Source: an optimization exercise on an open RTL-to-GDS flow (aim: small area, a short achievable clock period and few clock cycles per item). Production flows keep margins and buffers that such runs may drop. RTL that was checked went through simulation tests only; none was proved equivalent to the original. The RTL of run 1 was laid out without a check of its function.

==> flow/design.v (outline; a module is shown in full before it is edited, if it fits) <==
// module accel_dynamic_magnitude: 1783 lines
module accel_dynamic_magnitude
(
    input  logic        clk,
    input  logic        rst_n,
    input  logic        s_axis_tvalid,
    output logic        s_axis_tready,
    input  logic [47:0] s_axis_tdata,
    output logic        m_axis_tvalid,
    input  logic        m_axis_tready,
    output logic [23:0] m_axis_tdata,
    output logic        m_axis_tuser
);
  // ...
==> flow/flow/run.sh <==
#!/bin/bash
set -e
export SETUP_SLACK_MARGIN=7.5
export BUFFER_PORTS_ARGS="-buffer_cell sky130_fd_sc_hd__buf_2"
bash standard.sh > standard.log 2>&1
==> flow/standard.sh <==
#!/bin/bash
# synth_recipe.tcl (not shown) runs the flow's synth.tcl, then flattens the netlist and writes it again
# the make line also repeats each setting of config.mk as NAME=value (left out here)
make -C /OpenROAD-flow-scripts/flow DESIGN_CONFIG=/design/flow/config.mk WORK_HOME=/design/flow/orfs CLKGATE_MAP_FILE= SYNTH_SCRIPT=/design/flow/synth_recipe.tcl "${@:-finish}"
==> flow/config.mk <==
export PLATFORM = sky130hd
export DESIGN_NAME = accel_dynamic_magnitude
export DESIGN_NICKNAME = accel_dynamic_magnitude
export VERILOG_FILES = /design/flow/design.v
export SDC_FILE = /design/flow/constraint.sdc
export NUM_CORES = 4
export LEC_CHECK = 0
export ABC_AREA = 1
export CAP_MARGIN = 20
export CORE_MARGIN = 2
export CORE_UTILIZATION = 50
export PLACE_DENSITY = 0.65
export SLEW_MARGIN = 20
export TNS_END_PERCENT = 5
==> flow/constraint.sdc <==
create_clock -name core_clock -period 12.0 [get_ports {clk}]
set_input_delay 2.4000 -clock core_clock [delete_from_list [all_inputs] [get_ports {clk}]]
set_output_delay 2.4000 -clock core_clock [all_outputs]
set_load 0.01 [all_outputs]
==> impl_metrics.toml, run 1 <==
[run_status]
status = "complete, no violations"

[placed_design]
pre_cts_ws_ns = 6.80

[clock_network]
postCtsHoldBufs = 0
insertion_delay_ns = 0.71
numCtsBuffers = 94
clk_pin_slew_ns = 0.06

[synthesis]
netlist_instances = 6784
avgSynthCellArea_um2 = 9.38
netlist_area_mm2 = 0.0636

[sta]
finClkSkew_ns = 0.0449
min_period_over_period = 0.383
hold_ws_ns = 0.401
tightestPinTransition_ns = 1.15
finalHoldViolations = 0

[floorplan]
dieHeight_um = 361
coreArea_mm2 = 0.126

[finish]
largest_class = "multi-input combinational cells"
seq_cells = 832
bufAreaShareNonClock = 0.0155
multi_input_area_mm2 = 0.0334
mostFrequentLayoutCells = "1,526 x nand2_1, 1,291 x inv_1, 781 x edfxtp_1, 525 x fa_1, 421 x ha_1"
regArea_mm2 = 0.0246
nets = 7858

[global_route]
grt_max_degree = 148

[route]
dr.pass1.iters = 5
met2_length_um = 76600

[setup_path]
path_max_fanout = 17
slowest_delay_ns = 1.02
==> run 2, diff against run 1 <==
--- a/flow/design.v
+++ b/flow/design.v
@@ -162,25 +162,37 @@
     assign v0 = in_accept;
     assign t0 = !calibrated;
     logic [16:0] dh0;    
     assign dh0 = {1'b0, {s_axis_tdata[15] ^ 1'b1, s_axis_tdata[14:0]}} - q_eff[0][20:4];
     logic [16:0] dh1;    
     assign dh1 = {1'b0, {s_axis_tdata[31] ^ 1'b1, s_axis_tdata[30:16]}} - q_eff[1][20:4];
     logic [16:0] dh2;    
     assign dh2 = {1'b0, {s_axis_tdata[47] ^ 1'b1, s_axis_tdata[46:32]}} - q_eff[2][20:4];
-    logic [16:0] p1_dh0;
-    always_ff @(posedge clk) if (adv) p1_dh0 <= dh0;
-    logic [16:0] p1_dh1;
-    always_ff @(posedge clk) if (adv) p1_dh1 <= dh1;
-    logic [16:0] p1_dh2;
-    always_ff @(posedge clk) if (adv) p1_dh2 <= dh2;
+    logic [16:0] dhn0;
+    assign dhn0 = ~dh0;
+    logic [16:0] dhn1;
+    assign dhn1 = ~dh1;
+    logic [16:0] dhn2;
+    assign dhn2 = ~dh2;
+    logic [16:0] p1_dhn0;
+    always_ff @(posedge clk) if (adv) p1_dhn0 <= dhn0;
+    logic [16:0] p1_dhn1;
+    always_ff @(posedge clk) if (adv) p1_dhn1 <= dhn1;
+    logic [16:0] p1_dhn2;
+    always_ff @(posedge clk) if (adv) p1_dhn2 <= dhn2;
     logic v1, t1;
     always_ff @(posedge clk or negedge rst_n) if (!rst_n) v1 <= 1'b0; else if (adv) v1 <= v0;
     always_ff @(posedge clk) if (adv) t1 <= t0;
+    logic [16:0] p1_dh0;
+    assign p1_dh0 = ~p1_dhn0;
+    logic [16:0] p1_dh1;
+    assign p1_dh1 = ~p1_dhn1;
+    logic [16:0] p1_dh2;
+    assign p1_dh2 = ~p1_dhn2;
     logic pp1; assign pp1 = esq0[0];
     logic pp2; assign pp2 = esq1[0];
     logic pp3; assign pp3 = esq2[0];
     logic pp4; assign pp4 = esq0[1];
     logic pp5; assign pp5 = esq1[1];
     logic pp6; assign pp6 = esq2[1];
     logic pp7; assign pp7 = esq0[2];
     logic pp8; assign pp8 = esq1[2];
@@ -1519,238 +1531,238 @@
     assign cpa_a = {fc1734, fc1732, fc1730, fc1728, fc1726, fc1724, fc1722, fc1720, fc1718, fc1716, fc1714, fc1712, fc1710, fc1708, fc1706, fc1704, fc1702, fc1700, fc1698, fc1696, fc1694, fc1692, fc1690, fc1688, fc1686, fc1684, fc1682, fc1680, fc1678, fc1676, fc1674, fc1672, fc1670, fc1668, fc1666, fc1664, fc1662, fc1660, fc1658, fc1656, hc1654, hs1653};
     assign cpa_b = {fs1735, fs1733, fs1731, fs1729, fs1727, fs1725, fs1723, fs1721, fs1719, fs1717, fs1715, fs1713, fs1711, fs1709, fs1707, fs1705, fs1703, fs1701, fs1699, fs1697, fs1695, fs1693, fs1691, fs1689, fs1687, fs1685, fs1683, fs1681, fs1679, fs1677, fs1675, fs1673, fs1671, fs1669, fs1667, fs1665, fs1663, fs1661, fs1659, fs1657, fs1655, p2_tl6c0[2]};
     logic [41:0] ssum; assign ssum = cpa_a + cpa_b;
     logic [2:0] rs0; logic [3:0] tt0;
     assign rs0 = {1'b0, ssum[41:40]};
     assign tt0 = {1'b0, rs0} - 4'd1;
     logic [1:0] rem0; logic [0:0] root0;
     assign rem0 = tt0[3] ? rs0[1:0] : tt0[1:0];
-    assign root0 = ~tt0[3];
+    assign root0 = tt0[3];
     logic [3:0] rs1; logic [4:0] tt1;
     assign rs1 = {rem0, ssum[39:38]};
-    assign tt1 = {1'b0, rs1} - {2'b00, root0, 2'b01};
+    assign tt1 = {1'b0, rs1} + {2'b11, root0, 2'b10} + 5'd1;
     logic [2:0] rem1; logic [1:0] root1;
     assign rem1 = tt1[4] ? rs1[2:0] : tt1[2:0];
-    assign root1 = {root0, ~tt1[4]};
+    assign root1 = {root0, tt1[4]};
     logic [37:0] sr1; assign sr1 = ssum[37:0];
     logic [2:0] p3_rem1;
     always_ff @(posedge clk) if (adv) p3_rem1 <= rem1;
     logic [1:0] p3_root1;
     always_ff @(posedge clk) if (adv) p3_root1 <= root1;
     logic [37:0] p3_sr1;
     always_ff @(posedge clk) if (adv) p3_sr1 <= sr1;
     logic v3, t3;
     always_ff @(posedge clk or negedge rst_n) if (!rst_n) v3 <= 1'b0; else if (adv) v3 <= v2;
     always_ff @(posedge clk) if (adv) t3 <= t2;
     logic [4:0] rs2; logic [5:0] tt2;
     assign rs2 = {p3_rem1, p3_sr1[37:36]};
-    assign tt2 = {1'b0, rs2} - {2'b00, p3_root1, 2'b01};
+    assign tt2 = {1'b0, rs2} + {2'b11, p3_root1, 2'b10} + 6'd1;
     logic [3:0] rem2; logic [2:0] root2;
     assign rem2 = tt2[5] ? rs2[3:0] : tt2[3:0];
-    assign root2 = {p3_root1, ~tt2[5]};
+    assign root2 = {p3_root1, tt2[5]};
     logic [5:0] rs3; logic [6:0] tt3;
     assign rs3 = {rem2, p3_sr1[35:34]};
-    assign tt3 = {1'b0, rs3} - {2'b00, root2, 2'b01};
+    assign tt3 = {1'b0, rs3} + {2'b11, root2, 2'b10} + 7'd1;
     logic [4:0] rem3; logic [3:0] root3;
     assign rem3 = tt3[6] ? rs3[4:0] : tt3[4:0];
-    assign root3 = {root2, ~tt3[6]};
+    assign root3 = {root2, tt3[6]};
     logic [6:0] rs4; logic [7:0] tt4;
     assign rs4 = {rem3, p3_sr1[33:32]};
-    assign tt4 = {1'b0, rs4} - {2'b00, root3, 2'b01};
+    assign tt4 = {1'b0, rs4} + {2'b11, root3, 2'b10} + 8'd1;
     logic [5:0] rem4; logic [4:0] root4;
     assign rem4 = tt4[7] ? rs4[5:0] : tt4[5:0];
-    assign root4 = {root3, ~tt4[7]};
+    assign root4 = {root3, tt4[7]};
     logic [31:0] sr4; assign sr4 = p3_sr1[31:0];
     logic [5:0] p4_rem4;
     always_ff @(posedge clk) if (adv) p4_rem4 <= rem4;
     logic [4:0] p4_root4;
     always_ff @(posedge clk) if (adv) p4_root4 <= root4;
     logic [31:0] p4_sr4;
     always_ff @(posedge clk) if (adv) p4_sr4 <= sr4;
     logic v4, t4;
     always_ff @(posedge clk or negedge rst_n) if (!rst_n) v4 <= 1'b0; else if (adv) v4 <= v3;
     always_ff @(posedge clk) if (adv) t4 <= t3;
     logic [7:0] rs5; logic [8:0] tt5;
     assign rs5 = {p4_rem4, p4_sr4[31:30]};
-    assign tt5 = {1'b0, rs5} - {2'b00, p4_root4, 2'b01};
+    assign tt5 = {1'b0, rs5} + {2'b11, p4_root4, 2'b10} + 9'd1;
     logic [6:0] rem5; logic [5:0] root5;
     assign rem5 = tt5[8] ? rs5[6:0] : tt5[6:0];
-    assign root5 = {p4_root4, ~tt5[8]};
+    assign root5 = {p4_root4, tt5[8]};
     logic [8:0] rs6; logic [9:0] tt6;
     assign rs6 = {rem5, p4_sr4[29:28]};
-    assign tt6 = {1'b0, rs6} - {2'b00, root5, 2'b01};
+    assign tt6 = {1'b0, rs6} + {2'b11, root5, 2'b10} + 10'd1;
     logic [7:0] rem6; logic [6:0] root6;
     assign rem6 = tt6[9] ? rs6[7:0] : tt6[7:0];
-    assign root6 = {root5, ~tt6[9]};
+    assign root6 = {root5, tt6[9]};
     logic [27:0] sr6; assign sr6 = p4_sr4[27:0];
     logic [7:0] p5_rem6;
     always_ff @(posedge clk) if (adv) p5_rem6 <= rem6;
     logic [6:0] p5_root6;
     always_ff @(posedge clk) if (adv) p5_root6 <= root6;
     logic [27:0] p5_sr6;
     always_ff @(posedge clk) if (adv) p5_sr6 <= sr6;
     logic v5, t5;
     always_ff @(posedge clk or negedge rst_n) if (!rst_n) v5 <= 1'b0; else if (adv) v5 <= v4;
     always_ff @(posedge clk) if (adv) t5 <= t4;
     logic [9:0] rs7; logic [10:0] tt7;
     assign rs7 = {p5_rem6, p5_sr6[27:26]};
-    assign tt7 = {1'b0, rs7} - {2'b00, p5_root6, 2'b01};
+    assign tt7 = {1'b0, rs7} + {2'b11, p5_root6, 2'b10} + 11'd1;
     logic [8:0] rem7; logic [7:0] root7;
     assign rem7 = tt7[10] ? rs7[8:0] : tt7[8:0];
-    assign root7 = {p5_root6, ~tt7[10]};
+    assign root7 = {p5_root6, tt7[10]};
     logic [10:0] rs8; logic [11:0] tt8;
     assign rs8 = {rem7, p5_sr6[25:24]};
-    assign tt8 = {1'b0, rs8} - {2'b00, root7, 2'b01};
+    assign tt8 = {1'b0, rs8} + {2'b11, root7, 2'b10} + 12'd1;
     logic [9:0] rem8; logic [8:0] root8;
     assign rem8 = tt8[11] ? rs8[9:0] : tt8[9:0];
-    assign root8 = {root7, ~tt8[11]};
+    assign root8 = {root7, tt8[11]};
     logic [23:0] sr8; assign sr8 = p5_sr6[23:0];
     logic [9:0] p6_rem8;
     always_ff @(posedge clk) if (adv) p6_rem8 <= rem8;
     logic [8:0] p6_root8;
     always_ff @(posedge clk) if (adv) p6_root8 <= root8;
     logic [23:0] p6_sr8;
     always_ff @(posedge clk) if (adv) p6_sr8 <= sr8;
     logic v6, t6;
     always_ff @(posedge clk or negedge rst_n) if (!rst_n) v6 <= 1'b0; else if (adv) v6 <= v5;
     always_ff @(posedge clk) if (adv) t6 <= t5;
     logic [11:0] rs9; logic [12:0] tt9;
     assign rs9 = {p6_rem8, p6_sr8[23:22]};
-    assign tt9 = {1'b0, rs9} - {2'b00, p6_root8, 2'b01};
+    assign tt9 = {1'b0, rs9} + {2'b11, p6_root8, 2'b10} + 13'd1;
     logic [10:0] rem9; logic [9:0] root9;
     assign rem9 = tt9[12] ? rs9[10:0] : tt9[10:0];
-    assign root9 = {p6_root8, ~tt9[12]};
+    assign root9 = {p6_root8, tt9[12]};
     logic [12:0] rs10; logic [13:0] tt10;
     assign rs10 = {rem9, p6_sr8[21:20]};
-    assign tt10 = {1'b0, rs10} - {2'b00, root9, 2'b01};
+    assign tt10 = {1'b0, rs10} + {2'b11, root9, 2'b10} + 14'd1;
     logic [11:0] rem10; logic [10:0] root10;
     assign rem10 = tt10[13] ? rs10[11:0] : tt10[11:0];
-    assign root10 = {root9, ~tt10[13]};
+    assign root10 = {root9, tt10[13]};
     logic [19:0] sr10; assign sr10 = p6_sr8[19:0];
     logic [11:0] p7_rem10;
     always_ff @(posedge clk) if (adv) p7_rem10 <= rem10;
     logic [10:0] p7_root10;
     always_ff @(posedge clk) if (adv) p7_root10 <= root10;
     logic [19:0] p7_sr10;
     always_ff @(posedge clk) if (adv) p7_sr10 <= sr10;
     logic v7, t7;
     always_ff @(posedge clk or negedge rst_n) if (!rst_n) v7 <= 1'b0; else if (adv) v7 <= v6;
     always_ff @(posedge clk) if (adv) t7 <= t6;
     logic [13:0] rs11; logic [14:0] tt11;
     assign rs11 = {p7_rem10, p7_sr10[19:18]};
-    assign tt11 = {1'b0, rs11} - {2'b00, p7_root10, 2'b01};
+    assign tt11 = {1'b0, rs11} + {2'b11, p7_root10, 2'b10} + 15'd1;
     logic [12:0] rem11; logic [11:0] root11;
     assign rem11 = tt11[14] ? rs11[12:0] : tt11[12:0];
-    assign root11 = {p7_root10, ~tt11[14]};
+    assign root11 = {p7_root10, tt11[14]};
     logic [14:0] rs12; logic [15:0] tt12;
     assign rs12 = {rem11, p7_sr10[17:16]};
-    assign tt12 = {1'b0, rs12} - {2'b00, root11, 2'b01};
+    assign tt12 = {1'b0, rs12} + {2'b11, root11, 2'b10} + 16'd1;
     logic [13:0] rem12; logic [12:0] root12;
     assign rem12 = tt12[15] ? rs12[13:0] : tt12[13:0];
-    assign root12 = {root11, ~tt12[15]};
+    assign root12 = {root11, tt12[15]};
     logic [15:0] sr12; assign sr12 = p7_sr10[15:0];
     logic [13:0] p8_rem12;
     always_ff @(posedge clk) if (adv) p8_rem12 <= rem12;
     logic [12:0] p8_root12;
     always_ff @(posedge clk) if (adv) p8_root12 <= root12;
     logic [15:0] p8_sr12;
     always_ff @(posedge clk) if (adv) p8_sr12 <= sr12;
     logic v8, t8;
     always_ff @(posedge clk or negedge rst_n) if (!rst_n) v8 <= 1'b0; else if (adv) v8 <= v7;
     always_ff @(posedge clk) if (adv) t8 <= t7;
     logic [15:0] rs13; logic [16:0] tt13;
     assign rs13 = {p8_rem12, p8_sr12[15:14]};
-    assign tt13 = {1'b0, rs13} - {2'b00, p8_root12, 2'b01};
+    assign tt13 = {1'b0, rs13} + {2'b11, p8_root12, 2'b10} + 17'd1;
     logic [14:0] rem13; logic [13:0] root13;
     assign rem13 = tt13[16] ? rs13[14:0] : tt13[14:0];
-    assign root13 = {p8_root12, ~tt13[16]};
+    assign root13 = {p8_root12, tt13[16]};
     logic [16:0] rs14; logic [17:0] tt14;
     assign rs14 = {rem13, p8_sr12[13:12]};
-    assign tt14 = {1'b0, rs14} - {2'b00, root13, 2'b01};
+    assign tt14 = {1'b0, rs14} + {2'b11, root13, 2'b10} + 18'd1;
     logic [15:0] rem14; logic [14:0] root14;
     assign rem14 = tt14[17] ? rs14[15:0] : tt14[15:0];
-    assign root14 = {root13, ~tt14[17]};
+    assign root14 = {root13, tt14[17]};
     logic [11:0] sr14; assign sr14 = p8_sr12[11:0];
     logic [15:0] p9_rem14;
     always_ff @(posedge clk) if (adv) p9_rem14 <= rem14;
     logic [14:0] p9_root14;
     always_ff @(posedge clk) if (adv) p9_root14 <= root14;
     logic [11:0] p9_sr14;
     always_ff @(posedge clk) if (adv) p9_sr14 <= sr14;
     logic v9, t9;
     always_ff @(posedge clk or negedge rst_n) if (!rst_n) v9 <= 1'b0; else if (adv) v9 <= v8;
     always_ff @(posedge clk) if (adv) t9 <= t8;
     logic [17:0] rs15; logic [18:0] tt15;
     assign rs15 = {p9_rem14, p9_sr14[11:10]};
-    assign tt15 = {1'b0, rs15} - {2'b00, p9_root14, 2'b01};
+    assign tt15 = {1'b0, rs15} + {2'b11, p9_root14, 2'b10} + 19'd1;
     logic [16:0] rem15; logic [15:0] root15;
     assign rem15 = tt15[18] ? rs15[16:0] : tt15[16:0];
-    assign root15 = {p9_root14, ~tt15[18]};
+    assign root15 = {p9_root14, tt15[18]};
     logic [18:0] rs16; logic [19:0] tt16;
     assign rs16 = {rem15, p9_sr14[9:8]};
-    assign tt16 = {1'b0, rs16} - {2'b00, root15, 2'b01};
+    assign tt16 = {1'b0, rs16} + {2'b11, root15, 2'b10} + 20'd1;
     logic [17:0] rem16; logic [16:0] root16;
     assign rem16 = tt16[19] ? rs16[17:0] : tt16[17:0];
-    assign root16 = {root15, ~tt16[19]};
+    assign root16 = {root15, tt16[19]};
     logic [7:0] sr16; assign sr16 = p9_sr14[7:0];
     logic [17:0] p10_rem16;
     always_ff @(posedge clk) if (adv) p10_rem16 <= rem16;
     logic [16:0] p10_root16;
     always_ff @(posedge clk) if (adv) p10_root16 <= root16;
     logic [7:0] p10_sr16;
     always_ff @(posedge clk) if (adv) p10_sr16 <= sr16;
     logic v10, t10;
     always_ff @(posedge clk or negedge rst_n) if (!rst_n) v10 <= 1'b0; else if (adv) v10 <= v9;
     always_ff @(posedge clk) if (adv) t10 <= t9;
     logic [19:0] rs17; logic [20:0] tt17;
     assign rs17 = {p10_rem16, p10_sr16[7:6]};
-    assign tt17 = {1'b0, rs17} - {2'b00, p10_root16, 2'b01};
+    assign tt17 = {1'b0, rs17} + {2'b11, p10_root16, 2'b10} + 21'd1;
     logic [18:0] rem17; logic [17:0] root17;
     assign rem17 = tt17[20] ? rs17[18:0] : tt17[18:0];
-    assign root17 = {p10_root16, ~tt17[20]};
+    assign root17 = {p10_root16, tt17[20]};
     logic [20:0] rs18; logic [21:0] tt18;
     assign rs18 = {rem17, p10_sr16[5:4]};
-    assign tt18 = {1'b0, rs18} - {2'b00, root17, 2'b01};
+    assign tt18 = {1'b0, rs18} + {2'b11, root17, 2'b10} + 22'd1;
     logic [19:0] rem18; logic [18:0] root18;
     assign rem18 = tt18[21] ? rs18[19:0] : tt18[19:0];
-    assign root18 = {root17, ~tt18[21]};
+    assign root18 = {root17, tt18[21]};
     logic [3:0] sr18; assign sr18 = p10_sr16[3:0];
     logic [19:0] p11_rem18;
     always_ff @(posedge clk) if (adv) p11_rem18 <= rem18;
     logic [18:0] p11_root18;
     always_ff @(posedge clk) if (adv) p11_root18 <= root18;
     logic [3:0] p11_sr18;
     always_ff @(posedge clk) if (adv) p11_sr18 <= sr18;
     logic v11, t11;
     always_ff @(posedge clk or negedge rst_n) if (!rst_n) v11 <= 1'b0; else if (adv) v11 <= v10;
     always_ff @(posedge clk) if (adv) t11 <= t10;
     logic [21:0] rs19; logic [22:0] tt19;
     assign rs19 = {p11_rem18, p11_sr18[3:2]};
-    assign tt19 = {1'b0, rs19} - {2'b00, p11_root18, 2'b01};
+    assign tt19 = {1'b0, rs19} + {2'b11, p11_root18, 2'b10} + 23'd1;
     logic [20:0] rem19; logic [19:0] root19;
     assign rem19 = tt19[22] ? rs19[20:0] : tt19[20:0];
-    assign root19 = {p11_root18, ~tt19[22]};
+    assign root19 = {p11_root18, tt19[22]};
     logic [1:0] sr19; assign sr19 = p11_sr18[1:0];
     logic [20:0] p12_rem19;
     always_ff @(posedge clk) if (adv) p12_rem19 <= rem19;
     logic [19:0] p12_root19;
     always_ff @(posedge clk) if (adv) p12_root19 <= root19;
     logic [1:0] p12_sr19;
     always_ff @(posedge clk) if (adv) p12_sr19 <= sr19;
     logic v12, t12;
     always_ff @(posedge clk or negedge rst_n) if (!rst_n) v12 <= 1'b0; else if (adv) v12 <= v11;
     always_ff @(posedge clk) if (adv) t12 <= t11;
     logic [22:0] rs20; logic [23:0] tt20;
     assign rs20 = {p12_rem19, p12_sr19[1:0]};
-    assign tt20 = {1'b0, rs20} - {2'b00, p12_root19, 2'b01};
+    assign tt20 = {1'b0, rs20} + {2'b11, p12_root19, 2'b10} + 24'd1;
     logic [21:0] rem20; logic [20:0] root20;
     assign rem20 = tt20[23] ? rs20[21:0] : tt20[21:0];
-    assign root20 = {p12_root19, ~tt20[23]};
-    assign res_root = root20;
+    assign root20 = {p12_root19, tt20[23]};
+    assign res_root = ~root20;
     assign res_valid = v12;
     assign res_tag = t12;
     logic take;
     assign take = m_axis_tready || !out_v;
     always_ff @(posedge clk or negedge rst_n)
     begin
         if (!rst_n)
         begin
==> flow/flow/run.sh (replaced) <==
#!/bin/bash
set -e
export SETUP_SLACK_MARGIN=8.6
export BUFFER_PORTS_ARGS="-buffer_cell sky130_fd_sc_hd__buf_2"
bash standard.sh > standard.log 2>&1
==> impl_metrics.toml, run 2 <==
[flow_run]
max-cap-violations = 0

[synthesis]
netlist_instances = 6244
yosysMostFrequentCell = "nand2_1"
avgSynthCellArea_um2 = 9.87
synth_warnings = 5
synth_edf_count = 781
ys_ff_latch = 832
yosys-top-cells-count = "1,194 x nand2_1, 893 x inv_1, 781 x edfxtp_1, 525 x fa_1, 509 x nor2_1"
synth_largest_area_cell = "edfxtp_1"
async_flop_share = 0.0385
netlist_area_mm2 = 0.0616
synthTopCellsByArea = "edfxtp_1 38%, fa_1 17%, ha_1 8.6%"
yosys.area.top_type_share = 0.381
ys_seq_area_frac = 0.400
ys.flop_type = "edfxtp_1"
synth.distinct_cells = 62

[clock_network]
insertion_delay_ns = 0.73
root_buffer = "clkbuf_16"
clk_pin_slew_ns = 0.06
clockBufferDepth = 3
tritoncts = "built"
htreeDepth = 3
cts.sinks = 832
numCtsBuffers = 93
postCtsHoldBufs = 0

[floorplan]
die_width_um = 355
num_rows = 128
fp.dieArea_mm2 = 0.126
initial_utilization = 0.505
pin_count = 79
coreArea_mm2 = 0.122
dieHeight_um = 355

[finish]
reg_top3 = "cr x85, p3_sr1 x38, p4_sr4 x32"
drive_gt1_frac = 0.205
regMostFlops = "cr"
nets = 7743
mostFrequentLayoutCells = "1,088 x nand2_1, 823 x inv_1, 781 x edfxtp_1, 508 x fa_1, 477 x nor2_1"
regArea_mm2 = 0.0247
area_growth_pct = 21.0
diodes = 0
largest_reg_flops = 85
fin_area_mm2 = 0.0745
final_common_cell = "nand2_1"
finish.utilization = 0.611
multi_input_area_mm2 = 0.0364
final_cells = 8443
num-fill-cells = 10001

[global_route]
grt_overflow = 0
grt_max_degree = 184
grt_pass1_vias = 47357
grt_pass1_wl_um = 272000
antenna_found_initial = 1
grt_usage = 0.284

[setup_path]
worstPathArrival_ns = 4.52
critPathLaunchType = "flip-flop"
r2r-start = "p1_dhn1[7]$_DFFE_PP_"
cpMaxStageDelayCell = "edfxtp_1"
critPathRequiredTime_ns = 12.43
worstSetupEndpointType = "flip-flop"
cpLargestDelayFamily = "adder cells"
path_max_fanout = 7
crit_buf_inv = 4
crit_chain = "clkinvlp_4, nand2_1, fa_1, fa_1, inv_1, fa_1, inv_1, fa_1, inv_1, fa_1"
crit_top_cell = "fa_1"
slowest_delay_ns = 0.61
critical_path_class = "reg -> reg"
cp-startpoint = "p1_dhn1[7]$_DFFE_PP_"

[sta]
fmax_mhz = 244
max-slew-margin-rel = 0.312
finClkSkew_ns = 0.0473
hold_ws_ns = 0.398
fin_crit_ns = 4.10
finalHoldViolations = 0
setup_tns_ns = 0
finalMaxSlewViolations = 0
rsz0062_at_grt = "true"
min_period_over_period = 0.341
final-setup-viol-count = 0
tightestPinTransition_ns = 1.03
setup_slack_ns = 7.90

[route]
ant_nets = 0
wirelength_um = 183000
drt_drc_violations_left = 0
via_count = 46681
wire_per_inst_um = 21.7
viasPerCell = 5.53
drt_iter0_drc = 3895
dr.pass1.iters = 6

[hold_path]
hold_class = "reg -> reg"
hold_start = "p3_sr1[29]$_DFFE_PP_"

[placed_design]
place_congestion = 0.971
placed_area_mm2 = 0.0639
io_buffers = 75
pre_cts_ws_ns = 6.72
post-dp-hpwl_um = 131000
dp_cells = 7831

[run_status]
status = "complete, no violations"
[run 2: final timing paths]
path | slack, ns | end | cells past startpoint
setup / recovery | 7.90 | p2_tl6c21[3]$_DFFE_PP_ | 10
hold / removal | 0.40 | p4_sr4[29]$_DFFE_PP_ | 0
setup reg to reg | 7.90 | p2_tl6c21[3]$_DFFE_PP_ | 10
hold reg to reg | 0.40 | p4_sr4[29]$_DFFE_PP_ | 0
max in group asynchronous | 9.77 | calibrated$_DFFE_PN0P_ | 1
min in group asynchronous | 1.72 | dstep[0]$_DFFE_PN0P_ | 1
[run 2: metal layers]
metal  wire [µm]  global-route usage  up-vias
li1            -                   -    21631
met1       69300               0.335    22716
met2       90500               0.493     1773
met3       10300              0.0372      561
met4       12700               0.175        0
met5           0                   0        -
[run 2: logic make-up (layout without fill, tap and decap cells)]
logic type | after synthesis | after routing | synth area share
compound gates | 934 | 934 | 0.0861
flops | 832 | 832 | 0.400
simple gates | 2052 | 2059 | 0.136
buf+inv | 1101 | 1665 | 0.0683
fa+ha+maj | 946 | 946 | 0.256
xor+xnor | 378 | 378 | 0.0537
other cells | 1 | 4 | 0.0000609
[run 2: final cells by class]
cell class / count / area share
timing repair inverter: 16 / 0.00220
timing repair buffer: 553 / 0.0595
clock inverter: 58 / 0.00840
inverter: 928 / 0.0505
multi-input combinational: 4321 / 0.488
tap: 1625 / 0.0273
clock buffer: 110 / 0.0328
sequential: 832 / 0.331
[run 2: repair_timing]
item,CTS,global route
endpoints found under the setup margin,631,614
resized for setup,520,434
buffers inserted,265,152
gates cloned,15,12
pin swaps,166,119
[run 2: worst register-to-register path, cell delays in order (launching register included)]
cell,delay (ns)
edfxtp_1,0.61
clkinvlp_4,0.36
nand2_1,0.16
fa_1,0.45
fa_1,0.54
inv_1,0.07
fa_1,0.53
inv_1,0.09
fa_1,0.54
inv_1,0.05
fa_1,0.43
Testbench counts of run 2, summed over its fixed seeds: cycles 3,304, items 3,200.
==> run 3, diff against run 2 <==
==> flow/flow/run.sh (replaced) <==
#!/bin/bash
set -e
export SETUP_SLACK_MARGIN=8.0
export BUFFER_PORTS_ARGS="-buffer_cell sky130_fd_sc_hd__buf_2"
bash standard.sh > standard.log 2>&1
==> impl_metrics.toml, run 3 <==
[route]
wire_per_inst_um = 20.9
dr.pass1.iters = 6
wirelength_um = 171000
ant_nets = 0
drt_iter0_drc = 3742
drt_drc_violations_left = 0
viasPerCell = 5.50
via_count = 44980

[synthesis]
synthTopCellsByArea = "edfxtp_1 38%, fa_1 17%, ha_1 8.6%"
avgSynthCellArea_um2 = 9.87
netlist_instances = 6244
netlist_area_mm2 = 0.0616
yosys.area.top_type_share = 0.381
synth.distinct_cells = 62
yosys-top-cells-count = "1,194 x nand2_1, 893 x inv_1, 781 x edfxtp_1, 525 x fa_1, 509 x nor2_1"
synth_warnings = 5
ys_seq_area_frac = 0.400
yosysMostFrequentCell = "nand2_1"
async_flop_share = 0.0385
ys.flop_type = "edfxtp_1"
ys_ff_latch = 832
synth_largest_area_cell = "edfxtp_1"
synth_edf_count = 781

[setup_path]
slowest_delay_ns = 0.57
critPathLaunchType = "flip-flop"
critical_path_class = "reg -> reg"
crit_top_cell = "fa_1"
crit_chain = "buf_4, clkinvlp_4, buf_4, nand2_1, fa_1, fa_1, inv_1, fa_1, fa_1, fa_1"
cpMaxStageDelayCell = "fa_1"
worstPathArrival_ns = 4.64
critPathRequiredTime_ns = 12.45
path_max_fanout = 16
worstSetupEndpointType = "flip-flop"

[finish]
final_cells = 8176
regMostFlops = "cr"
mostFrequentLayoutCells = "1,180 x nand2_1, 859 x inv_1, 781 x edfxtp_1, 519 x fa_1, 494 x nor2_1"
drive_gt1_frac = 0.114
largest_reg_flops = 85
final_common_cell = "nand2_1"
multi_input_area_mm2 = 0.0339
reg_top3 = "cr x85, p3_sr1 x38, p4_sr4 x32"
nets = 7469
regArea_mm2 = 0.0246
num-fill-cells = 10660
area_growth_pct = 13.1

[sta]
finalMaxSlewViolations = 0
fmax_mhz = 239
max-slew-margin-rel = 0.323
final-setup-viol-count = 0
fin_crit_ns = 4.19
finClkSkew_ns = 0.0386
tightestPinTransition_ns = 1.02
setup_tns_ns = 0
rsz0062_at_grt = "true"
min_period_over_period = 0.349
finalHoldViolations = 0

[clock_network]
insertion_delay_ns = 0.72
postCtsHoldBufs = 0
cts.sinks = 832
clockBufferDepth = 3
htreeDepth = 3
tritoncts = "built"
root_buffer = "clkbuf_16"
numCtsBuffers = 95
clk_pin_slew_ns = 0.06

[floorplan]
die_width_um = 355
pin_count = 79
fp.dieArea_mm2 = 0.126
dieHeight_um = 355
coreArea_mm2 = 0.122
initial_utilization = 0.505
num_rows = 128

[placed_design]
io_buffers = 75
dp_cells = 7835
post-dp-hpwl_um = 130000
place_congestion = 1.00

[global_route]
grt_overflow = 0
grt_pass1_wl_um = 259000
grt_max_degree = 78
grt_pass1_vias = 45024
grt_usage = 0.269
antenna_found_initial = 0

[run_status]
status = "complete, no violations"

[hold_path]
hold_class = "reg -> reg"

[flow_run]
max-cap-violations = 0
## run 3: cell types whose count changed in the layout (fill, tap and decap cells not counted), moves of 55 or more
| cell | change |
|---|---|
| o21ai_2 | -55 |
| ha_4 | -71 |
| ha_1 | +69 |
| o21ai_0 | +56 |
| nand2_2 | -76 |
| nand2_1 | +92 |
| buf_4 | -216 |
## run 3: critical path, delay by kind of cell (launching register included)
| kind | cells | cell delay (ns) |
|---|---|---|
| adders and majority gates | 5 | 2.46 |
| buffers and inverters | 4 | 1.04 |
| DFF | 1 | 0.33 |
| and+or+nand+nor | 1 | 0.08 |
## run 3: layout make-up
class	count	share of cell area
sequential	832	0.354
timing repair inverter	4	0.000431
multi-input combinational	4317	0.487
clock inverter	55	0.00927
antenna	2	0.0000718
inverter	928	0.0525
tap	1625	0.0292
clock buffer	120	0.0374
timing repair buffer	293	0.0301
## run 3: per-layer routing
metal  wire length [µm]  GRT usage
met1              66300      0.322
met2              84000      0.466
met4              11100      0.156
met5                  0          0
met3               9880     0.0374
## run 3: cells by family after synthesis
family / share of synthesized area
AND/OR/NAND/NOR: 0.136
XOR/XNOR: 0.0537
flip-flops: 0.400
other: 0.0000609
adder cells (fa/ha/maj): 0.256
buffers and inverters: 0.0683
AO/OA/AOI/OAI: 0.0861
## run 3: stage by stage
step / util / area, µm² / worst slack [ns] / hold slack, ns
6_report: 0.571 / 69700 / 7.81 / 0.402
5_1_grt: 0.571 / 69700 / 7.77 / 0.418
4_1_cts: 0.557 / 67900 / 7.80 / 0.396
3_5_place_dp: 0.523 / 63800 / 6.89 / 0.405
3_3_place_gp: 0.523 / 63800 / 6.89 / 0.400
2_1_floorplan: - / 61600 / 7.59 / 0.400
## run 3: worst paths after layout
kind                                       start                endpoint  slack, ns  cells past startpoint
setup / recovery           p1_dhn1[12]$_DFFE_PP_  p2_tl6c24[3]$_DFFE_PP_       7.81                     10
hold / removal                      t8$_DFFE_PP_            t9$_DFFE_PP_       0.40                      0
setup reg to reg           p1_dhn1[12]$_DFFE_PP_  p2_tl6c24[3]$_DFFE_PP_       7.81                     10
hold reg to reg                     t8$_DFFE_PP_            t9$_DFFE_PP_       0.40                      0
max in group asynchronous                  rst_n  calibrated$_DFFE_PN0P_       9.75                      1
min in group asynchronous                  rst_n    dstep[4]$_DFFE_PN0P_       1.74                      1
## run 3: repair_timing
item                       4_1_cts  5_1_grt
pin swaps                       19       40
cloned                           3        4
setup buffers                   70       87
gates resized for setup        113      256
setup endpoints to repair      421      285
==> run 4, diff against run 3 <==
==> flow/flow/run.sh (replaced) <==
#!/bin/bash
set -e
export SETUP_SLACK_MARGIN=8.2
export BUFFER_PORTS_ARGS="-buffer_cell sky130_fd_sc_hd__buf_2"
bash standard.sh > standard.log 2>&1
==> impl_metrics.toml, run 4 <==
[synthesis]
synth_edf_count = 781
yosys-top-cells-count = "1,194 x nand2_1, 893 x inv_1, 781 x edfxtp_1, 525 x fa_1, 509 x nor2_1"
ys_ff_latch = 832
ys.flop_type = "edfxtp_1"
netlist_instances = 6244
yosys.area.top_type_share = 0.381
synthTopCellsByArea = "edfxtp_1 38%, fa_1 17%, ha_1 8.6%"
yosysMostFrequentCell = "nand2_1"
synth_largest_area_cell = "edfxtp_1"
synth_warnings = 5
netlist_area_mm2 = 0.0616
synth.distinct_cells = 62
ys_seq_area_frac = 0.400
async_flop_share = 0.0385
avgSynthCellArea_um2 = 9.87

[setup_path]
worstSetupEndpointType = "flip-flop"
critPathLaunchType = "flip-flop"
critPathRequiredTime_ns = 12.45
cpLargestDelayFamily = "adder cells"
crit_buf_inv = 4
slowest_delay_ns = 0.60
worstPathArrival_ns = 4.61
cpMaxStageDelayCell = "fa_2"
crit_top_cell = "fa_2"
critical_path_class = "reg -> reg"
crit_chain = "clkinvlp_4, nand2_1, fa_1, inv_2, fa_2, inv_2, fa_2, inv_2, fa_2, fa_2, fa_2"
path_max_fanout = 2

[sta]
finalMaxSlewViolations = 0
rsz0062_at_grt = "true"
finalHoldViolations = 0
tightestPinTransition_ns = 1.01
max-slew-margin-rel = 0.325
finClkSkew_ns = 0.0364
fin_crit_ns = 4.16
setup_tns_ns = 0
fmax_mhz = 241
final-setup-viol-count = 0
min_period_over_period = 0.346
hold_ws_ns = 0.405

[global_route]
grt_usage = 0.273
grt_overflow = 0
grt_pass1_wl_um = 262000
grt_pass1_vias = 45713
grt_max_degree = 78
antenna_found_initial = 1

[placed_design]
post-dp-hpwl_um = 130000
io_buffers = 75
place_congestion = 1.00
dp_cells = 7835

[run_status]
status = "complete, no violations"

[flow_run]
max-cap-violations = 0

[floorplan]
initial_utilization = 0.505
num_rows = 128
pin_count = 79
fp.dieArea_mm2 = 0.126
coreArea_mm2 = 0.122
die_width_um = 355
dieHeight_um = 355

[clock_network]
clockBufferDepth = 3
cts.sinks = 832
postCtsHoldBufs = 0
clk_pin_slew_ns = 0.06
tritoncts = "built"
htreeDepth = 3
root_buffer = "clkbuf_16"
numCtsBuffers = 95
insertion_delay_ns = 0.71

[route]
drt_drc_violations_left = 0
via_count = 45437
wire_per_inst_um = 21.2
dr.pass1.iters = 8
wirelength_um = 175000
ant_nets = 0
viasPerCell = 5.51
drt_iter0_drc = 3879

[finish]
area_growth_pct = 15.4
drive_gt1_frac = 0.139
num-fill-cells = 10509
final_common_cell = "nand2_1"
multi_input_area_mm2 = 0.0346
mostFrequentLayoutCells = "1,149 x nand2_1, 844 x inv_1, 781 x edfxtp_1, 510 x fa_1, 495 x nor2_1"
regMostFlops = "cr"
regArea_mm2 = 0.0246
nets = 7545
largest_reg_flops = 85
final_cells = 8251
finish.utilization = 0.582
reg_top3 = "cr x85, p3_sr1 x38, p4_sr4 x32"

[hold_path]
hold_class = "reg -> reg"
## run 4: cell counts after synthesis
No cell type changed its count.
## run 4: path summary, 6_finish.rpt
kind | start | slack [ns] | cells past startpoint | endpoint
worst max-delay path | p1_dhn0[3]$_DFFE_PP_ | 7.84 | 11 | p2_tl6c26[3]$_DFFE_PP_
worst min-delay path | t8$_DFFE_PP_ | 0.41 | 0 | t9$_DFFE_PP_
worst max register to register | p1_dhn0[3]$_DFFE_PP_ | 7.84 | 11 | p2_tl6c26[3]$_DFFE_PP_
worst min register to register | t8$_DFFE_PP_ | 0.41 | 0 | t9$_DFFE_PP_
max in group asynchronous | rst_n | 9.74 | 1 | calibrated$_DFFE_PN0P_
min in group asynchronous | rst_n | 1.74 | 1 | dstep[4]$_DFFE_PN0P_
## run 4: routing by layer
layer  vias up  track usage  wire length (µm)
met2      1763        0.470             84800
li1      21199            -                 -
met4         2        0.165             12500
met3       562       0.0411             10700
met1     21911        0.324             66600
met5         -            0                18
## run 4: cells by family after synthesis
group	synth area share
fa+ha+maj	0.256
simple gates	0.136
other cells	0.0000609
flops	0.400
xor+xnor	0.0537
compound gates	0.0861
buf+inv	0.0683
## run 4: worst register-to-register path, cell delays in order, from the launching register on
cell	delay, ns
edfxtp_1	0.45
clkinvlp_4	0.22
nand2_1	0.10
fa_1	0.52
inv_2	0.05
fa_2	0.53
inv_2	0.05
fa_2	0.60
inv_2	0.05
fa_2	0.34
fa_2	0.58
fa_2	0.42
## run 4: final cells by class
type                            instances  area share
Multi-Input combinational cell       4318       0.486
Sequential cell                       832       0.347
Inverter                              928      0.0520
Timing Repair Buffer                  363      0.0391
Clock buffer                          120      0.0367
Tap cell                             1625      0.0286
Clock inverter                         55     0.00909
Timing Repair inverter                  9     0.00137
Antenna cell                            1   0.0000352
## run 4: through the flow
| step | worst slack, ns | area (µm²) |
|---|---|---|
| after floorplan | 7.59 | 61600 |
| final | 7.84 | 71100 |
| after global placement | 6.89 | 63800 |
| after CTS | 7.94 | 68700 |
| after detailed placement | 6.89 | 63800 |
| after global routing | 7.79 | 71100 |
## run 4: what timing repair did
item,4_1_cts,5_1_grt
pin swaps,49,87
buffers inserted,119,108
gates resized for setup,234,305
cloned,6,7
endpoints found under the setup margin,508,438
==> run 5, diff against run 4 <==
--- a/flow/config.mk
+++ b/flow/config.mk
@@ -11,4 +11,4 @@
 export CORE_UTILIZATION = 50
 export PLACE_DENSITY = 0.65
 export SLEW_MARGIN = 20
-export TNS_END_PERCENT = 5
+export TNS_END_PERCENT = 0
==> impl_metrics.toml, run 5 <==
[run_status]
status = "complete, no violations"

[clock_network]
postCtsHoldBufs = 0
numCtsBuffers = 93
tritoncts = "built"
root_buffer = "clkbuf_16"
cts.sinks = 832
htreeDepth = 3
clk_pin_slew_ns = 0.06
insertion_delay_ns = 0.72
clockBufferDepth = 3

[setup_path]
path_max_fanout = 16
reg2reg_depth = 11
r2r-start = "p1_dhn1[12]$_DFFE_PP_"
worstSetupEndpointType = "flip-flop"
critPathRequiredTime_ns = 12.43
worstReg2RegEnd = "p2_tl6c22[3]$_DFFE_PP_"
r2r_slack_ns = 7.86
critical_path_class = "reg -> reg"
worstPathArrival_ns = 4.57
cp-endpoint = "p2_tl6c22[3]$_DFFE_PP_"
cp-startpoint = "p1_dhn1[12]$_DFFE_PP_"
critPathLaunchType = "flip-flop"

[floorplan]
coreArea_mm2 = 0.122
dieHeight_um = 355
pin_count = 79
num_rows = 128
initial_utilization = 0.505
die_width_um = 355
fp.dieArea_mm2 = 0.126

[sta]
finalHoldViolations = 0
rsz0062_at_grt = "true"
min_period_over_period = 0.345
tightestPinTransition_ns = 1.13
fmax_mhz = 242
fin_crit_ns = 4.14
finClkSkew_ns = 0.0321
finalMaxSlewViolations = 0
max-slew-margin-rel = 0.247
setup_tns_ns = 0
final-setup-viol-count = 0
hold_ws_ns = 0.405

[synthesis]
netlist_area_mm2 = 0.0616
synth.distinct_cells = 62
ys_seq_area_frac = 0.400
yosys-top-cells-count = "1,194 x nand2_1, 893 x inv_1, 781 x edfxtp_1, 525 x fa_1, 509 x nor2_1"
synth_warnings = 5
ys.flop_type = "edfxtp_1"
yosys.area.top_type_share = 0.381
avgSynthCellArea_um2 = 9.87
yosysMostFrequentCell = "nand2_1"
synth_edf_count = 781
synth_largest_area_cell = "edfxtp_1"
netlist_instances = 6244
ys_ff_latch = 832
async_flop_share = 0.0385
synthTopCellsByArea = "edfxtp_1 38%, fa_1 17%, ha_1 8.6%"

[finish]
area_growth_pct = 12.3
regMostFlops = "cr"
diodes = 0
reg_top3 = "cr x85, p3_sr1 x38, p4_sr4 x32"
largest_reg_flops = 85
num-fill-cells = 10707
mostFrequentLayoutCells = "1,181 x nand2_1, 860 x inv_1, 781 x edfxtp_1, 522 x fa_1, 497 x nor2_1"
finish.utilization = 0.567
drive_gt1_frac = 0.107
nets = 7447
fin_area_mm2 = 0.0692
final_common_cell = "nand2_1"

[route]
dr.pass1.iters = 6
drt_iter0_drc = 3479
drt_drc_violations_left = 0
via_count = 44681
wirelength_um = 173000
wire_per_inst_um = 21.3
viasPerCell = 5.48
ant_nets = 0

[global_route]
grt_usage = 0.275
grt_overflow = 0
antenna_found_initial = 3
grt_pass1_vias = 45479
grt_max_degree = 187
grt_pass1_wl_um = 263000

[hold_path]
hold_class = "reg -> reg"

[flow_run]
max-cap-violations = 0

[placed_design]
placed_area_mm2 = 0.0638
io_buffers = 75
place_congestion = 0.975
post-dp-hpwl_um = 132000
[run 5: cell count changes in the layout (fill, tap and decap cells not counted), sizes merged]
cell,previous run,this run
buf,361,273
clkinvlp,32,27
clkinv,56,53
clkbuf,122,120
inv,894,896
bufinv,10,9
diode,1,0
nand2,1204,1203
[run 5: worst max-delay path: stages, from the launching register on]
cell and delay [ns]:
edfxtp_1 0.32, buf_4 0.32, clkinvlp_4 0.36, nand2_1 0.17, fa_1 0.48, fa_1 0.55
inv_1 0.06, fa_1 0.53, inv_1 0.06, fa_1 0.50, inv_1 0.05, fa_1 0.44
[run 5: cell type report]
cell class,instances,area [µm²],share of cell area
well taps,1625,2030,0.0294
clock inverters,53,591,0.00853
clock buffers,120,2500,0.0362
flip-flops and latches,832,24600,0.356
multi-input cells,4317,33800,0.488
repair inverters,4,28.8,0.000416
repair buffers,273,1970,0.0284
inverters,928,3640,0.0525
[run 5: kinds of logic after synthesis]
logic type      after synthesis  share of synthesized area
simple gates               2052                      0.136
buf+inv                    1101                     0.0683
fa+ha+maj                   946                      0.256
compound gates              934                     0.0861
flops                       832                      0.400
xor+xnor                    378                     0.0537
other cells                   1                  0.0000609
[run 5: repair_timing]
item	4_1_cts	5_1_grt
endpoints found under the hold margin	0	0
gates cloned	3	4
setup endpoints to repair	488	323
gates resized for setup	136	185
setup buffers	73	71
pin swaps	25	33
[run 5: worst min path at each step]
stage,from,endpoint,slack (ns),cells past startpoint
floorplan,cr[0][23]$_DFFE_PN_,cr[1][23]$_DFFE_PN_,0.40,0
global placement,p7_sr10[2]$_DFFE_PP_,p8_sr12[2]$_DFFE_PP_,0.40,0
detailed placement,cr[1][25]$_DFFE_PN_,cr[2][25]$_DFFE_PN_,0.40,0
CTS,p4_sr4[1]$_DFFE_PP_,p5_sr6[1]$_DFFE_PP_,0.40,0
global route,p4_sr4[1]$_DFFE_PP_,p5_sr6[1]$_DFFE_PP_,0.41,0
finish,p4_sr4[2]$_DFFE_PP_,p5_sr6[2]$_DFFE_PP_,0.40,0
[run 5: metal layers]
layer | up-vias | share of wire | global-route usage
met4 | 2 | 0.074 | 0.170
li1 | 21023 | - | -
met3 | 500 | 0.054 | 0.0392
met5 | - | 0.000075 | 0
met2 | 1515 | 0.49 | 0.476
met1 | 21641 | 0.38 | 0.323
[run 5: per-stage QoR]
step,instances,worst slack (ns)
finish,8152,7.86
global route,8152,7.77
CTS,8077,7.89
detailed placement,7828,6.91
global placement,7828,7.03
floorplan,6247,7.59
==> run 6, diff against run 5 <==
==> flow/flow/run.sh (replaced) <==
#!/bin/bash
set -e
export SETUP_SLACK_MARGIN=8.5
export BUFFER_PORTS_ARGS="-buffer_cell sky130_fd_sc_hd__buf_2"
bash standard.sh > standard.log 2>&1
==> impl_metrics.toml, run 6 <==
[sta]
finClkSkew_ns = 0.0723
finalHoldViolations = 0
finalMaxSlewViolations = 0
fin_crit_ns = 4.15
setup_slack_ns = 7.85
rsz0062_at_grt = "true"
setup_tns_ns = 0
min_period_over_period = 0.345
final-setup-viol-count = 0
fmax_mhz = 241
tightestPinTransition_ns = 1.08
max-slew-margin-rel = 0.277

[floorplan]
dieHeight_um = 355
pin_count = 79
initial_utilization = 0.505
num_rows = 128
fp.dieArea_mm2 = 0.126
coreArea_mm2 = 0.122
die_width_um = 355

[synthesis]
yosysMostFrequentCell = "nand2_1"
ys_seq_area_frac = 0.400
synth_warnings = 5
ys.flop_type = "edfxtp_1"
synth.distinct_cells = 62
netlist_area_mm2 = 0.0616
yosys-top-cells-count = "1,194 x nand2_1, 893 x inv_1, 781 x edfxtp_1, 525 x fa_1, 509 x nor2_1"
yosys.area.top_type_share = 0.381
async_flop_share = 0.0385
synthTopCellsByArea = "edfxtp_1 38%, fa_1 17%, ha_1 8.6%"
netlist_instances = 6244
synth_largest_area_cell = "edfxtp_1"
avgSynthCellArea_um2 = 9.87
ys_ff_latch = 832
synth_edf_count = 781

[finish]
finish.utilization = 0.564
mostFrequentLayoutCells = "1,181 x nand2_1, 856 x inv_1, 781 x edfxtp_1, 520 x fa_1, 497 x nor2_1"
reg_top3 = "cr x85, p3_sr1 x38, p4_sr4 x32"
final_common_cell = "nand2_1"
largest_reg_flops = 85
drive_gt1_frac = 0.0999
regMostFlops = "cr"
nets = 7420
area_growth_pct = 11.8

[route]
viasPerCell = 5.47
dr.pass1.iters = 5
wire_per_inst_um = 21.3
drt_drc_violations_left = 0
via_count = 44427
drt_iter0_drc = 3116
wirelength_um = 173000
ant_nets = 0

[flow_run]
max-cap-violations = 0

[global_route]
grt_usage = 0.277
grt_max_degree = 153
grt_overflow = 0
grt_pass1_vias = 45790
grt_pass1_wl_um = 265000
antenna_found_initial = 1

[clock_network]
htreeDepth = 3
clockBufferDepth = 3
numCtsBuffers = 94
clk_pin_slew_ns = 0.06
tritoncts = "built"
insertion_delay_ns = 0.75
cts.sinks = 832
root_buffer = "clkbuf_16"

[setup_path]
critPathRequiredTime_ns = 12.45
r2r-start = "p1_dhn1[10]$_DFFE_PP_"
r2r_slack_ns = 7.85
worstSetupEndpointType = "flip-flop"
critical_path_class = "reg -> reg"
path_max_fanout = 16
critPathLaunchType = "flip-flop"
worstReg2RegEnd = "p2_tl6c21[3]$_DFFE_PP_"
cp-startpoint = "p1_dhn1[10]$_DFFE_PP_"
worstPathArrival_ns = 4.59
reg2reg_depth = 11

[placed_design]
place_congestion = 0.965
post-dp-hpwl_um = 132000
io_buffers = 75
pre_cts_ws_ns = 6.77

[hold_path]
hold_start = "p5_sr6[10]$_DFFE_PP_"
min_to = "p6_sr8[10]$_DFFE_PP_"
whs_path_depth = 0
hold_class = "reg -> reg"

[run_status]
status = "complete, no violations"
[run 6: worst max-delay path: stages, from the launching register on]
cell	delay (ns)
edfxtp_1	0.38
buf_4	0.25
inv_1	0.43
nand2_1	0.14
fa_1	0.51
fa_1	0.55
inv_1	0.06
fa_1	0.54
inv_1	0.06
fa_1	0.49
inv_1	0.05
fa_1	0.43
[run 6: cell families after synthesis]
family | Yosys count | share of synthesized area
adders and majority gates | 946 | 0.256
xor gates and xnor gates | 378 | 0.0537
AOI/OAI and AO/OA | 934 | 0.0861
buffers and inverters | 1101 | 0.0683
other | 1 | 0.0000609
and+or+nand+nor | 2052 | 0.136
DFF | 832 | 0.400
[run 6: what timing repair did]
item                                   in CTS  in global routing
setup endpoints to repair                 355                342
hold buffers                                0                  0
resized for setup                         163                110
cloned                                      3                  3
pin swaps                                  38                 11
endpoints found under the hold margin       0                  0
setup buffers                              85                 25
[run 6: layer usage]
metal	track usage	wire length (µm)
met1	0.332	68000
met2	0.487	86500
met3	0.0277	7990
met4	0.160	10900
met5	0	0
[run 6: stage by stage]
step / area, µm² / hold WS [ns] / std cells
2_1_floorplan: 61700 / 0.400 / 6247
3_3_place_gp: 63900 / 0.400 / 7834
4_1_cts: 68200 / 0.385 / 8093
3_5_place_dp: 63900 / 0.405 / 7834
6_report: 68900 / 0.385 / 8123
5_1_grt: 68900 / 0.383 / 8122
[run 6: area by class of cell]
cell class,instances,area [µm²]
inverter,928,3670
antenna,1,2.50
clock inverter,61,716
tap,1625,2030
clock buffer,110,2410
timing repair buffer,246,1770
multi-input combinational,4317,33600
sequential,832,24600
timing repair inverter,3,23.8
fill,10839,53200
[run 6: worst max-delay path by stage]
| stage | slack (ns) | cells after the start | to |
|---|---|---|---|
| 5_1_grt | 7.74 | 20 | p10_rem16[10]$_DFFE_PP_ |
| 4_1_cts | 7.90 | 14 | p2_tl6c25[3]$_DFFE_PP_ |
| 6_report | 7.85 | 11 | p2_tl6c21[3]$_DFFE_PP_ |
| 2_1_floorplan | 7.80 | 15 | p1_dhn0[14]$_DFFE_PP_ |
| 3_3_place_gp | 6.86 | 18 | p10_rem16[8]$_DFFE_PP_ |
| 3_5_place_dp | 6.77 | 18 | p10_rem16[6]$_DFFE_PP_ |

[static timing again, ports no longer ideal]
Ports are ideal in the flow. The routed layouts listed here were re-timed in OpenROAD.
Step 1 (the two cells are an assumption about what drives the block):
set clk [get_ports {clk}]
set_driving_cell -lib_cell sky130_fd_sc_hd__clkbuf_16 $clk
set_driving_cell -lib_cell sky130_fd_sc_hd__buf_2 [delete_from_list [all_inputs] $clk]
Step 2 also shifts input and output timing later by t, the mid clock arrival at the registers, as if the neighbouring blocks saw the same clock.
a / b / c = ideal / step 1 / step 2; a / b = the first two.
run	shift t [ns]	slack for setup (ns)	worst data-port slew with drivers (ns)	pins driven straight from the clock port
run 1	0.764	7.399 / 7.399 / 7.061	0.08	1
run 2	0.784	7.905 / 7.905 / 7.188	0.04	1
run 3	0.776	7.807 / 7.807 / 7.205	0.04	1
run 4	0.777	7.844 / 7.844 / 7.202	0.04	1
run 5	0.774	7.863 / 7.863 / 7.244	0.06	1
run 6	0.788	7.855 / 7.855 / 7.194	0.05	1
After both steps every run listed still meets setup and hold. The setup slack of run 2, which loses most, moves by 0.000 ns with the drivers and by -0.717 ns with both steps.
